Source: an optimization exercise on an open RTL-to-GDS flow (aim: small area). Production flows keep margins and buffers that such runs may drop.
The RTL was checked by simulation tests, not by an equivalence proof against the original design.
No activity file was given, so power comes from the tool's default toggle rates.

==> flow/design.v <==
module lane_array_serializer #(
   parameter  int LANES      = 16,
   parameter  int WIDTH      = 32,
   parameter  int BEAT_LANES = 4,
   localparam int BEATS      = LANES / BEAT_LANES,
   localparam int BIDX_W     = (BEATS > 1) ? $clog2(BEATS) : 1
) (
   input  logic                        clk,
   input  logic                        rst_n,
   input  logic                        in_valid,
   output logic                        in_ready,
   input  logic [LANES*WIDTH-1:0]      in_data,
   input  logic [LANES-1:0]            in_mask,
   output logic                        out_valid,
   input  logic                        out_ready,
   output logic [BEAT_LANES*WIDTH-1:0] out_data,
   output logic [BEAT_LANES-1:0]       out_mask,
   output logic [BIDX_W-1:0]           out_beat,
   output logic                        out_last,
   output logic                        busy
);
   generate
      if (LANES % BEAT_LANES != 0) begin : g_bad_cfg
         $fatal(1, "lane_array_serializer: LANES must be a multiple of BEAT_LANES");
      end
   endgenerate
   logic                   busy_q;
   logic [BIDX_W-1:0]      beat_q;
   logic [LANES*WIDTH-1:0] held_q;
   logic [LANES-1:0]       hmask_q;
   logic                   last, accept;
   assign last     = (beat_q == BIDX_W'(BEATS - 1));
   assign in_ready = !busy_q || (last && out_ready);
   assign accept   = in_valid && in_ready;
   always_ff @(posedge clk or negedge rst_n) begin
      if (!rst_n) busy_q <= 1'b0;
      else        busy_q <= accept || (busy_q && !(last && out_ready));
   end
   always_ff @(posedge clk) begin
      if (accept)                 beat_q <= '0;
      else if (busy_q && out_ready) beat_q <= beat_q + 1'b1;
   end
   always_ff @(posedge clk) begin
      if (accept) begin
         held_q  <= in_data;
         hmask_q <= in_mask;
      end
   end
   logic [LANES-1:0] sel;
   always_comb begin
      out_mask = '0;
      for (int k = 0; k < BEATS; k++) begin
         for (int j = 0; j < BEAT_LANES; j++) begin
            sel[k*BEAT_LANES+j] = (beat_q == BIDX_W'(k)) && hmask_q[k*BEAT_LANES+j];
            if (beat_q == BIDX_W'(k)) out_mask[j] = hmask_q[k*BEAT_LANES+j];
         end
      end
   end
   always_comb begin
      out_data = '0;
      for (int k = 0; k < BEATS; k++)
         for (int j = 0; j < BEAT_LANES; j++)
            out_data[j*WIDTH +: WIDTH] = out_data[j*WIDTH +: WIDTH]
                                       | ({WIDTH{sel[k*BEAT_LANES+j]}} & held_q[(k*BEAT_LANES+j)*WIDTH +: WIDTH]);
   end
   assign out_valid = busy_q;
   assign busy      = busy_q;
   assign out_beat  = beat_q;
   assign out_last  = last;
endmodule
clock: 4.0 ns
lec_check: 0
cap_margin: 20
core_margin: 2
core_utilization: 40
slew_margin: 20
standard.sh (not shown) runs the stock make flow with config.mk's settings and CLKGATE_MAP_FILE= SYNTH_SCRIPT=/design/flow/synth_recipe.tcl, a recipe that flattens the netlist after the stock synthesis.
==> flow/flow/run.sh <==
#!/bin/bash
# Standard layout, with the port buffers made from the smallest buffer cell and a leaner clock tree.
set -o pipefail
export BUFFER_PORTS_ARGS="-buffer_cell sky130_fd_sc_hd__buf_1"
export CTS_ARGS="-sink_clustering_enable -repair_clock_nets -dont_use_dummy_load -buf_list {sky130_fd_sc_hd__clkbuf_8 sky130_fd_sc_hd__clkbuf_16} -sink_clustering_size 24 -sink_clustering_max_diameter 50"
bash standard.sh > standard.log 2>&1
The first run finished with timing, DRC and antenna clean.
Edit:
==> flow/flow/run.sh (replaced) <==
#!/bin/bash
# Standard layout, with the port buffers made from the smallest buffer cell and a leaner clock tree.
set -o pipefail
export BUFFER_PORTS_ARGS="-buffer_cell sky130_fd_sc_hd__buf_1"
export CTS_ARGS="-sink_clustering_enable -repair_clock_nets -dont_use_dummy_load -buf_list {sky130_fd_sc_hd__clkbuf_8} -sink_clustering_size 18 -sink_clustering_max_diameter 60"
bash standard.sh > standard.log 2>&1
=>
- global-route usage falls by 0.17 points
- non-clock buffer count stays the same
- utilization falls by 1.5 points
Edit:
==> flow/flow/run.sh (replaced) <==
#!/bin/bash
# Standard layout, with the port buffers made from the smallest buffer cell, a leaner clock tree,
# and pins allowed on every routing track so that a denser core still has room for them.
set -o pipefail
export BUFFER_PORTS_ARGS="-buffer_cell sky130_fd_sc_hd__buf_1"
export CTS_ARGS="-sink_clustering_enable -repair_clock_nets -dont_use_dummy_load -buf_list {sky130_fd_sc_hd__clkbuf_8} -sink_clustering_size 18 -sink_clustering_max_diameter 60"
export PLACE_PINS_ARGS="-min_distance 1 -min_distance_in_tracks"
bash standard.sh > standard.log 2>&1
--- a/flow/config.mk
+++ b/flow/config.mk
@@ -7,5 +7,5 @@
 export LEC_CHECK = 0
-export CAP_MARGIN = 20
+export CAP_MARGIN = 0
 export CORE_MARGIN = 2
-export CORE_UTILIZATION = 40
-export SLEW_MARGIN = 20
+export CORE_UTILIZATION = 65
+export SLEW_MARGIN = 0
=> Clock power went down by 9.3%; cell area went down by 1.7%; via count went up by 1.7%.
Edit:
==> flow/flow/run.sh (replaced) <==
#!/bin/bash
# Standard layout, with the port buffers made from the smallest buffer cell and a leaner clock tree.
set -o pipefail
export BUFFER_PORTS_ARGS="-buffer_cell sky130_fd_sc_hd__buf_1"
export CTS_ARGS="-sink_clustering_enable -repair_clock_nets -dont_use_dummy_load -buf_list {sky130_fd_sc_hd__clkbuf_4 sky130_fd_sc_hd__clkbuf_8} -sink_clustering_size 12 -sink_clustering_max_diameter 40"
bash standard.sh > standard.log 2>&1
--- a/flow/config.mk
+++ b/flow/config.mk
@@ -9,3 +9,3 @@
 export CORE_MARGIN = 2
-export CORE_UTILIZATION = 65
+export CORE_UTILIZATION = 40
 export SLEW_MARGIN = 0
The changed run ran to the end with no violations. Setup slack loses 8.9 ps. Combinational power rose by a few percent. Total power went up by roughly a tenth. Clock power climbs by well over a third. Count of clock-buffer cells in the layout is higher by 41. Sequential cell count stays the same. Design area increases by a few percent. Final cell count goes up by roughly a tenth. Sequential share of layout area is lower by 2.6 points.
Edit:
==> flow/flow/run.sh (replaced) <==
#!/bin/bash
# Standard layout, with the port buffers made from the smallest buffer cell and a leaner clock tree.
set -o pipefail
export BUFFER_PORTS_ARGS="-buffer_cell sky130_fd_sc_hd__buf_1"
export CTS_ARGS="-sink_clustering_enable -repair_clock_nets -dont_use_dummy_load -buf_list {sky130_fd_sc_hd__clkbuf_4 sky130_fd_sc_hd__clkbuf_8} -sink_clustering_size 30 -sink_clustering_max_diameter 100"
bash standard.sh > standard.log 2>&1
--- a/flow/config.mk
+++ b/flow/config.mk
@@ -7,5 +7,5 @@
 export LEC_CHECK = 0
-export CAP_MARGIN = 0
+export CAP_MARGIN = 20
 export CORE_MARGIN = 2
-export CORE_UTILIZATION = 40
-export SLEW_MARGIN = 0
+export CORE_UTILIZATION = 60
+export SLEW_MARGIN = 20
Outcome: The changed run failed in I/O pin placement, error PPL-0024; area after synthesis does not change; synthesized cell count is unchanged.

==> separate check: timing with driven ports <==
No port has a modelled driver above. Below, the same layouts with a new extraction and two added sets of constraints.
Step 1 sets driving cells, clkbuf_16 on the clock port and buf_2 on the other inputs (assumed; they add their load-dependent delay and slew).
Step 2 also shifts input and output timing later by t, the mid clock arrival at the registers, as if the neighbouring blocks saw the same clock.
Three values: ideal, step 1, step 2; two values: the first two.
run | t, ns | setup slack, ns | clock arrival spread, ns | worst data-port slew with drivers (ns) | pins driven straight from the clock port
the first run | 0.627 | 0.537 / 0.480 / 1.107 | 0.063 / 0.063 | 0.12 | 1
the second run | 0.641 | 0.458 / 0.405 / 1.046 | 0.099 / 0.099 | 0.10 | 1
the third run | 0.597 | 0.488 / 0.438 / 1.035 | 0.039 / 0.039 | 0.11 | 1
the fourth run | 0.671 | 0.479 / 0.427 / 1.098 | 0.088 / 0.088 | 0.10 | 1
After both steps setup and hold are still met in every run listed.
